Context: an optimization exercise on an open-source flow, tuned for small area and a short achievable clock period. The choices shown serve that exercise and are no tape-out recipe.
Function was checked by simulation only, so behaviour that the tests miss may differ from the original.
Power figures rest on the tool's default switching activity, not on a simulated workload.

==> module data_memory_sized, before the edit <==
module data_memory_sized #(
  parameter int DEPTH          = 64,
  parameter int ADDR_W         = $clog2(DEPTH) + 2,
  parameter bit CLEAR_ON_RESET = 1'b1
) (
  input  logic              clk,
  input  logic              rst_n,
  input  logic              mem_read,
  input  logic              mem_write,
  input  logic [1:0]        size,
  input  logic              load_unsigned,
  input  logic [ADDR_W-1:0] address,
  input  logic [31:0]       write_data,
  output logic [31:0]       read_data,
  output logic              read_valid,
  output logic              misaligned,
  output logic              busy
);
  localparam int IDX_W = ADDR_W - 2;
  logic [IDX_W-1:0] cnt;
  logic             fill;
  always_ff @(posedge clk or negedge rst_n) begin
    if (!rst_n) begin
      fill <= CLEAR_ON_RESET;
      cnt  <= '0;
    end else if (fill) begin
      cnt <= cnt + 1'b1;
      if (cnt == IDX_W'(DEPTH - 1)) fill <= 1'b0;
    end
  end
  assign busy = fill;
  logic [IDX_W-1:0] idx;
  logic [1:0]       ofs;
  logic             aligned, ld, st;
  logic [3:0]       be;
  logic [31:0]      wlane, wd;
  always_comb begin
    idx = address[ADDR_W-1:2];
    ofs = address[1:0];
    case (size)
      2'b00:   aligned = 1'b1;
      2'b01:   aligned = ~ofs[0];
      2'b10:   aligned = (ofs == 2'b00);
      default: aligned = 1'b0;
    endcase
    ld = mem_read & ~fill;
    st = mem_write & ~fill & aligned;
    case (size)
      2'b00:   be = 4'b0001 << ofs;
      2'b01:   be = ofs[1] ? 4'b1100 : 4'b0011;
      2'b10:   be = 4'b1111;
      default: be = 4'b0000;
    endcase
    case (size)
      2'b00:   wlane = {4{write_data[7:0]}};
      2'b01:   wlane = {2{write_data[15:0]}};
      default: wlane = write_data;
    endcase
    wd = fill ? 32'd0 : wlane;
  end
  logic [31:0] mem [DEPTH];
  always_ff @(posedge clk) begin
    for (int w = 0; w < DEPTH; w++)
      for (int b = 0; b < 4; b++)
        if (fill || (st && be[b] && idx == IDX_W'(w)))
          mem[w][8*b +: 8] <= wd[8*b +: 8];
  end
  logic [31:0] rword;
  logic [1:0]  rofs, rsize;
  logic        runs;
  always_ff @(posedge clk or negedge rst_n) begin
    if (!rst_n) begin
      rword      <= '0;
      rofs       <= '0;
      rsize      <= '0;
      runs       <= 1'b0;
      read_valid <= 1'b0;
      misaligned <= 1'b0;
    end else begin
      read_valid <= ld;
      misaligned <= (mem_read | mem_write) & ~fill & ~aligned;
      if (ld) begin
        rword <= aligned ? mem[idx] : 32'd0;
        rofs  <= ofs;
        rsize <= size;
        runs  <= load_unsigned;
      end
    end
  end
  logic [7:0] b0, b1;
  logic       sgn;
  always_comb begin
    case (rofs)
      2'd0:    b0 = rword[7:0];
      2'd1:    b0 = rword[15:8];
      2'd2:    b0 = rword[23:16];
      default: b0 = rword[31:24];
    endcase
    b1  = rofs[1] ? rword[31:24] : rword[15:8];
    sgn = ~runs & (rsize == 2'b00 ? b0[7] : b1[7]);
    read_data[7:0]   = b0;
    read_data[15:8]  = (rsize == 2'b00) ? {8{sgn}} : b1;
    read_data[31:16] = (rsize == 2'b10) ? rword[31:16] : {16{sgn}};
  end
endmodule
clock: 5.0 ns
lec_check: 0
cap_margin: 20
core_margin: 2
core_utilization: 40
slew_margin: 20
run.sh (not shown) runs the stock make flow with config.mk's settings and CLKGATE_MAP_FILE= SYNTH_SCRIPT=/design/flow/synth_recipe.tcl, a recipe that flattens the netlist after the stock synthesis.
Then changed:
--- a/flow/design.v
+++ b/flow/design.v
@@ -63,43 +63,34 @@
     for (int w = 0; w < DEPTH; w++)
       for (int b = 0; b < 4; b++)
         if (fill || (st && be[b] && idx == IDX_W'(w)))
           mem[w][8*b +: 8] <= wd[8*b +: 8];
   end
-  logic [31:0] rword;
-  logic [1:0]  rofs, rsize;
-  logic        runs;
+  logic [31:0] word, ext;
+  logic [7:0]  b0, b1;
+  logic        sgn;
+  always_comb begin
+    word = mem[idx];
+    case (ofs)
+      2'd0:    b0 = word[7:0];
+      2'd1:    b0 = word[15:8];
+      2'd2:    b0 = word[23:16];
+      default: b0 = word[31:24];
+    endcase
+    b1  = ofs[1] ? word[31:24] : word[15:8];
+    sgn = ~load_unsigned & (size == 2'b00 ? b0[7] : b1[7]);
+    ext[7:0]   = b0;
+    ext[15:8]  = (size == 2'b00) ? {8{sgn}} : b1;
+    ext[31:16] = (size == 2'b10) ? word[31:16] : {16{sgn}};
+  end
   always_ff @(posedge clk or negedge rst_n) begin
     if (!rst_n) begin
-      rword      <= '0;
-      rofs       <= '0;
-      rsize      <= '0;
-      runs       <= 1'b0;
+      read_data  <= '0;
       read_valid <= 1'b0;
       misaligned <= 1'b0;
     end else begin
       read_valid <= ld;
       misaligned <= (mem_read | mem_write) & ~fill & ~aligned;
-      if (ld) begin
-        rword <= aligned ? mem[idx] : 32'd0;
-        rofs  <= ofs;
-        rsize <= size;
-        runs  <= load_unsigned;
-      end
+      if (ld) read_data <= aligned ? ext : 32'd0;
     end
   end
-  logic [7:0] b0, b1;
-  logic       sgn;
-  always_comb begin
-    case (rofs)
-      2'd0:    b0 = rword[7:0];
-      2'd1:    b0 = rword[15:8];
-      2'd2:    b0 = rword[23:16];
-      default: b0 = rword[31:24];
-    endcase
-    b1  = rofs[1] ? rword[31:24] : rword[15:8];
-    sgn = ~runs & (rsize == 2'b00 ? b0[7] : b1[7]);
-    read_data[7:0]   = b0;
-    read_data[15:8]  = (rsize == 2'b00) ? {8{sgn}} : b1;
-    read_data[31:16] = (rsize == 2'b10) ? rword[31:16] : {16{sgn}};
-  end
 endmodule
After rerunning: The new run completed without violations; flip-flop and latch count fell by 5; clock skew fell by 0.014 ns; utilization fell by 0.49 points; final cell count rose by 5.1%; wire length fell by 12%; combinational power barely changes; die area rose by 1.4%; register-to-register slack gets worse by 0.07 ns; clock power fell by about 6%; design area rose by 0.30%; synthesized cell count rose by 12%; hold slack gets worse by 0.081 ns; sequential power stays flat; total power fell by 3.2%.

re-timing with driven ports:
The results above use ideal ports. As a check the final layouts listed here were re-extracted and re-timed, cells and wires unchanged. Step 1 sets driving cells, clkbuf_16 on the clock port and buf_2 on the other inputs (assumed; they add their load-dependent delay and slew). Step 2 adds t to the input delays and takes it off the output delays; t is the mean of the earliest and latest rising clock arrival at the registers after step 1. Input paths then give back, and output paths get back, about the clock's delay inside the block. Three values: no drivers, after step 1, after step 2; two values: the first two.
run	t (ns)	setup slack, ns	hold WS [ns]	worst register clock-pin slew, ns	cell pins on the clock port's net
the first run	1.001	0.559 / 0.455 / -0.158	0.242 / 0.161 / 0.478	0.07 / 0.07	1
the second run	0.941	0.271 / 0.326 / -0.614	0.161 / 0.110 / 0.468	0.07 / 0.07	1
With both steps, setup timing fails in the first run and the second run, where it was met with ideal ports. For the second run, which loses most, drivers alone change the setup slack by +0.055 ns; drivers and shift together by -0.885 ns.
